This design comes from an exercise in tuning for small area and a short achievable clock period on the open sky130 flow, not from production work. Function was checked by simulation only, so behaviour that the tests miss may differ from the original. Power is estimated from default activity; no workload was simulated.

==> juniper <==
## dmem_bytelane
module dmem_bytelane #(
    parameter int ADDR_WIDTH = 32,
    parameter int MEM_WORDS  = 128,
    parameter int LATENCY    = 1
) (
    input  logic                  clk,
    input  logic                  rst_n,
    input  logic                  req,
    input  logic                  we,
    input  logic [1:0]            size,
    input  logic                  sign_ext,
    input  logic [ADDR_WIDTH-1:0] addr,
    input  logic [31:0]           wr_data,
    output logic [31:0]           rd_data,
    output logic                  busy,
    output logic                  done,
    output logic                  err
);
Settings: LEC_CHECK=0, CAP_MARGIN=20, CORE_MARGIN=2, CORE_UTILIZATION=55, CTS_CLUSTER_DIAMETER=100, CTS_CLUSTER_SIZE=30, PLACE_DENSITY=0.7, SETUP_SLACK_MARGIN=3.4, SLEW_MARGIN=20, SYNTH_HIERARCHICAL=1; clock period 6.5 ns.
run.sh (not shown) runs the stock make flow with config.mk's settings and CLKGATE_MAP_FILE= SYNTH_SCRIPT=/design/flow/synth_recipe.tcl, a recipe that flattens the netlist after the stock synthesis.
==> zinc: changes against juniper <==
==> flow/design.v (replaced) <==
module dmem_bytelane #(
    parameter int ADDR_WIDTH = 32,
    parameter int MEM_WORDS  = 128,
    parameter int LATENCY    = 1
) (
    input  logic                  clk,
    input  logic                  rst_n,
    input  logic                  req,
    input  logic                  we,
    input  logic [1:0]            size,
    input  logic                  sign_ext,
    input  logic [ADDR_WIDTH-1:0] addr,
    input  logic [31:0]           wr_data,
    output logic [31:0]           rd_data,
    output logic                  busy,
    output logic                  done,
    output logic                  err
);
    localparam int IDX_W = $clog2(MEM_WORDS);
    logic unused_addr_bits;
    assign unused_addr_bits = ^addr[ADDR_WIDTH-1:IDX_W+2];
    logic busy_q, done_q, err_q;
    logic accept, misaligned;
    assign accept = req && !busy_q;
    always_comb begin
        case (size)
            2'b00:   misaligned = 1'b0;
            2'b01:   misaligned = addr[0];
            2'b10:   misaligned = (addr[1:0] != 2'b00);
            default: misaligned = 1'b1;
        endcase
    end
    always_ff @(posedge clk or negedge rst_n) begin
        if (!rst_n) begin
            busy_q <= 1'b0;
            done_q <= 1'b0;
            err_q  <= 1'b0;
        end else begin
            busy_q <= accept && !misaligned;
            done_q <= busy_q;
            err_q  <= accept && misaligned;
        end
    end
    logic [3:0] be_d, be_q;
    logic       ld_q;
    always_comb begin
        case (size)
            2'b00:   be_d = 4'b0001 << addr[1:0];
            2'b01:   be_d = addr[1] ? 4'b1100 : 4'b0011;
            default: be_d = 4'b1111;
        endcase
    end
    always_ff @(posedge clk or negedge rst_n) begin
        if (!rst_n) begin
            be_q <= 4'b0000;
            ld_q <= 1'b0;
        end else begin
            be_q <= (accept && !misaligned && we) ? be_d : 4'b0000;
            ld_q <= accept && !misaligned && !we;
        end
    end
    logic [MEM_WORDS-1:0] wsel_q;      
    logic [31:0]          sdata_q;     
    logic [3:0]           lsel_q;      
    logic                 hsel_q;      
    logic                 sub_q;       
    logic                 byte_q;
    logic                 sign_q;
    logic [MEM_WORDS-1:0] wsel_d;
    for (genvar w = 0; w < MEM_WORDS; w++) begin : g_wsel
        assign wsel_d[w] = (addr[IDX_W+1:2] == w);
    end
    always_ff @(posedge clk) begin
        wsel_q <= wsel_d;
        case (size)
            2'b00:   sdata_q <= {4{wr_data[7:0]}};
            2'b01:   sdata_q <= {2{wr_data[15:0]}};
            default: sdata_q <= wr_data;
        endcase
        case (size)
            2'b00:   lsel_q <= 4'b0001 << addr[1:0];
            2'b01:   lsel_q <= addr[1] ? 4'b0100 : 4'b0001;
            default: lsel_q <= 4'b0001;
        endcase
        hsel_q <= (size == 2'b01) && addr[1];
        sub_q  <= (size != 2'b10);
        byte_q <= (size == 2'b00);
        sign_q <= sign_ext;
    end
    logic [MEM_WORDS*32-1:0] mem_q, mem_d;
    logic [MEM_WORDS*4-1:0]  wen, wen_n;
    for (genvar w = 0; w < MEM_WORDS; w++) begin : g_wen
        assign wen[4*w +: 4]   = {4{wsel_q[w]}} & be_q;
        assign wen_n[4*w +: 4] = ~({4{wsel_q[w]}} & be_q);
    end
    for (genvar w = 0; w < MEM_WORDS; w++) begin : g_word
        for (genvar b = 0; b < 32; b++) begin : g_bit
            dmem_ao22 u_next (
                .a0(wen[4*w + b/8]),   .b0(sdata_q[b]),
                .a1(wen_n[4*w + b/8]), .b1(mem_q[32*w + b]),
                .y (mem_d[32*w + b])
            );
        end
    end
    always_ff @(posedge clk) begin
        mem_q <= mem_d;
    end
    localparam int NGRP = (MEM_WORDS + 2) / 3;
    logic [NGRP*32-1:0]    grp_n;
    logic [31:0]           rword;
    for (genvar g = 0; g < NGRP; g++) begin : g_grp
        for (genvar b = 0; b < 32; b++) begin : g_bit
            if (3*g + 2 < MEM_WORDS) begin : g_3
                dmem_aoi222 u_rd (
                    .a0(wsel_q[3*g]),   .b0(mem_q[32*(3*g) + b]),
                    .a1(wsel_q[3*g+1]), .b1(mem_q[32*(3*g+1) + b]),
                    .a2(wsel_q[3*g+2]), .b2(mem_q[32*(3*g+2) + b]),
                    .y (grp_n[32*g + b])
                );
            end else begin : g_2
                dmem_aoi22 u_rd (
                    .a0(wsel_q[3*g]),   .b0(mem_q[32*(3*g) + b]),
                    .a1(wsel_q[3*g+1]), .b1(mem_q[32*(3*g+1) + b]),
                    .y (grp_n[32*g + b])
                );
            end
        end
    end
    for (genvar b = 0; b < 32; b++) begin : g_rword
        logic [NGRP-1:0] col_n;
        for (genvar g = 0; g < NGRP; g++) begin : g_col
            assign col_n[g] = grp_n[32*g + b];
        end
        assign rword[b] = ~&col_n;
    end
    logic [7:0]  b0;
    logic [7:0]  b1;
    logic        msb;
    logic        fill;
    logic [31:0] load_val;
    assign b0   = ({8{lsel_q[0]}} & rword[7:0])   | ({8{lsel_q[1]}} & rword[15:8]) |
                  ({8{lsel_q[2]}} & rword[23:16]) | ({8{lsel_q[3]}} & rword[31:24]);
    assign b1   = hsel_q ? rword[31:24] : rword[15:8];
    assign msb  = byte_q ? b0[7] : b1[7];
    assign fill = sign_q & msb;
    assign load_val[7:0]   = b0;
    assign load_val[15:8]  = byte_q ? {8{fill}} : b1;
    assign load_val[31:16] = sub_q ? {16{fill}} : rword[31:16];
    logic [31:0] rd_data_q;
    always_ff @(posedge clk or negedge rst_n) begin
        if (!rst_n)
            rd_data_q <= 32'd0;
        else if (ld_q)
            rd_data_q <= load_val;
    end
    assign rd_data = rd_data_q;
    assign busy    = busy_q;
    assign done    = done_q;
    assign err     = err_q;
endmodule
module dmem_ao22 (
    input  logic a0, b0, a1, b1,
    output logic y
);
    assign y = (a0 & b0) | (a1 & b1);
endmodule
module dmem_aoi222 (
    input  logic a0, b0, a1, b1, a2, b2,
    output logic y
);
    assign y = ~((a0 & b0) | (a1 & b1) | (a2 & b2));
endmodule
module dmem_aoi22 (
    input  logic a0, b0, a1, b1,
    output logic y
);
    assign y = ~((a0 & b0) | (a1 & b1));
endmodule
Settings changed: SETUP_SLACK_MARGIN 3.4 to 3.3.
==> nickel: changes against juniper <==
--- a/flow/design.v
+++ b/flow/design.v
@@ -89,25 +89,26 @@
             f8_q   <= go_ld && (size == 2'b00);
             f16_q  <= go_ld && (size != 2'b10);
             ld_q   <= go_ld;
         end
     end
     logic [15:0]      whi_q;     
     logic [31:0]      sdata_q;   
-    logic [31:0]      rword_q;   
-    logic [31:0]      rword;
+    logic [191:0]     rpart_q;   
+    logic [191:0]     rpart;
+    logic [31:0]      rword;     
     always_ff @(posedge clk) begin
         for (int j = 0; j < 16; j++)
             whi_q[j] <= (addr[IDX_W+1:5] == j);
         case (size)
             2'b00:   sdata_q <= {4{wr_data[7:0]}};
             2'b01:   sdata_q <= {2{wr_data[15:0]}};
             default: sdata_q <= wr_data;
         endcase
-        rword_q <= rword;
+        rpart_q <= rpart;
     end
     logic [MEM_WORDS*32-1:0] mem_q, mem_d;
     logic [MEM_WORDS*4-1:0]  wen, wen_n;
     for (genvar w = 0; w < MEM_WORDS; w++) begin : g_wen
         for (genvar l = 0; l < 4; l++) begin : g_lane
             dmem_nand2 u_wen_n (.a(whi_q[w/8]), .b(wlo_q[8*l + w%8]), .y(wen_n[4*w + l]));
             dmem_inv   u_wen   (.a(wen_n[4*w + l]), .y(wen[4*w + l]));
@@ -150,29 +151,35 @@
         end
     end
     for (genvar b = 0; b < 32; b++) begin : g_rword
         logic [NGRP-1:0] col_n;
         for (genvar g = 0; g < NGRP; g++) begin : g_col
             assign col_n[g] = grp_n[32*g + b];
         end
-        assign rword[b] = ~&col_n;
+        assign rpart[6*b]     = ~&col_n[7:0];
+        assign rpart[6*b + 1] = ~&col_n[14:8];
+        assign rpart[6*b + 2] = ~&col_n[21:15];
+        assign rpart[6*b + 3] = ~&col_n[28:22];
+        assign rpart[6*b + 4] = ~&col_n[35:29];
+        assign rpart[6*b + 5] = ~&col_n[NGRP-1:36];
+        assign rword[b]       = |rpart_q[6*b +: 6];
     end
     logic [31:0] rd_data_q, rd_d;
     logic [7:0]  b0;
     logic        fill;
     logic [31:0] keep;
     assign keep = {32{~ld_q}} & rd_data_q;
-    assign b0   = ({8{l0_q[0]}} & rword_q[7:0])   | ({8{l0_q[1]}} & rword_q[15:8]) |
-                  ({8{l0_q[2]}} & rword_q[23:16]) | ({8{l0_q[3]}} & rword_q[31:24]);
-    assign fill = (m_q[0] & rword_q[7])  | (m_q[1] & rword_q[15]) |
-                  (m_q[2] & rword_q[23]) | (m_q[3] & rword_q[31]);
+    assign b0   = ({8{l0_q[0]}} & rword[7:0])   | ({8{l0_q[1]}} & rword[15:8]) |
+                  ({8{l0_q[2]}} & rword[23:16]) | ({8{l0_q[3]}} & rword[31:24]);
+    assign fill = (m_q[0] & rword[7])  | (m_q[1] & rword[15]) |
+                  (m_q[2] & rword[23]) | (m_q[3] & rword[31]);
     assign rd_d[7:0]   = b0 | keep[7:0];
-    assign rd_d[15:8]  = ({8{h1_q[0]}} & rword_q[15:8]) | ({8{h1_q[1]}} & rword_q[31:24]) |
+    assign rd_d[15:8]  = ({8{h1_q[0]}} & rword[15:8]) | ({8{h1_q[1]}} & rword[31:24]) |
                          ({8{f8_q & fill}}) | keep[15:8];
-    assign rd_d[31:16] = ({16{up_q}} & rword_q[31:16]) | ({16{f16_q & fill}}) | keep[31:16];
+    assign rd_d[31:16] = ({16{up_q}} & rword[31:16]) | ({16{f16_q & fill}}) | keep[31:16];
     always_ff @(posedge clk or negedge rst_n) begin
         if (!rst_n)
             rd_data_q <= 32'd0;
         else
             rd_data_q <= rd_d;
     end
     assign rd_data = rd_data_q;
Settings changed: CTS_CLUSTER_DIAMETER 100 to 90, CTS_CLUSTER_SIZE 30 to 26, SETUP_SLACK_MARGIN 3.4 to 3.75.
==> impl_summary.txt <==
----------------------------------------------------
[Finish]
  Share of layout cells above drive strength 1 ... 8.74%
  Layout area overhead ... 11.7%
  Flip-flop and latch area ... 89000 sq um
  Non-CTS inverters ... about 530

[Power]
  Relative contribution of combinational cells to total power ... around 3.5%
  Switching Power ... approximately 0.010 W
  Clk pwr ... around 0.014 W
  Internal power component ... 0.0337 W

[Run status]
  Outcome ... no timing/DRC/antenna violations

[Yosys]
  Top cells by area, synth ... dfxtp_1, a22o_1, a222oi_1

[STA]
  Setup clock skew after layout ... 91.7 ps
  Fin Hold WS ... roughly 210 ps

[Drt]
  Routed wire length per instance ... about 35 um

[Critical path]
  Cells along the critical path ... buf_6

----------------------------------------------------
# the run above: nickel

==> impl_summary.txt <==
----------------------------------------------------
[Yosys]
  Top cells by area, synth ... dfxtp_1, a22o_1, a222oi_1

[Power]
  Clk pwr ... ~0.013 W
  Internal power component ... 0.0321 W
  Relative contribution of combinational cells to total power ... 3.8%

[Critical path]
  Cells along the critical path ... buf_12 -> a222oi_1 -> nand4_1 -> nor4_4 -> buf_6 -> a31oi_4 -> nor4_4 -> buf_6 -> o221ai_4 -> a22o_1

[Run status]
  Outcome ... no timing/DRC/antenna violations

[Drt]
  Routed wire length per instance ... about 32 um

[STA]
  Fin Hold WS ... 450 ps

[Finish]
  Layout area overhead ... 8.60%
  Flip-flop and latch area ... between 80000 and 90000 sq um
  Share of layout cells above drive strength 1 ... 5.40%

----------------------------------------------------
# the run above: zinc

==> impl_summary.txt <==
----------------------------------------------------
[Run status]
  Outcome ... no timing/DRC/antenna violations

[Power]
  Internal power component ... 0.0320 W
  Clk pwr ... ~0.013 W
  Switching Power ... 0.00965 W
  Relative contribution of combinational cells to total power ... about 4%

[Critical path]
  Cells along the critical path ... buf_12 -> nand3b_1 -> buf_12 -> buf_8 -> nor2_4 -> buf_12 -> a222oi_1 -> nand4_1 -> nor4_2 -> buf_4 -> nand3_2

[Finish]
  Flip-flop and latch area ... 85800 sq um
  Share of layout cells above drive strength 1 ... 8.50%

[Yosys]
  Top cells by area, synth ... dfxtp_1, a22o_1, a222oi_1

[STA]
  Setup clock skew after layout ... between 80 and 90 ps

----------------------------------------------------
# the run above: juniper

-- port drivers added, routing unchanged --
The flow's constraints put no driver on any port. The routed layouts listed below were extracted and timed again, unchanged, in two steps. Step 1 assumes that a clkbuf_16 drives the clock port and a buf_2 every other input. Step 2 adds t to the input delays and takes it off the output delays; t is the mean of the earliest and latest rising clock arrival at the registers after step 1. Input paths then give back, and output paths get back, about the clock's delay inside the block. a / b / c = ideal ports / drivers / drivers and shift; a / b = the first two.
run	shift t [ns]	setup slack, ns	worst slew at a driven data input, ns
juniper	1.006	3.104 / 3.011 / 2.005	0.28
zinc	0.976	2.869 / 2.869 / 2.632	0.16
nickel	1.036	3.510 / 3.411 / 2.524	0.23
After both steps every run listed still meets setup and hold. For juniper, which loses most, drivers alone change the setup slack by -0.093 ns; drivers and shift together by -1.099 ns.
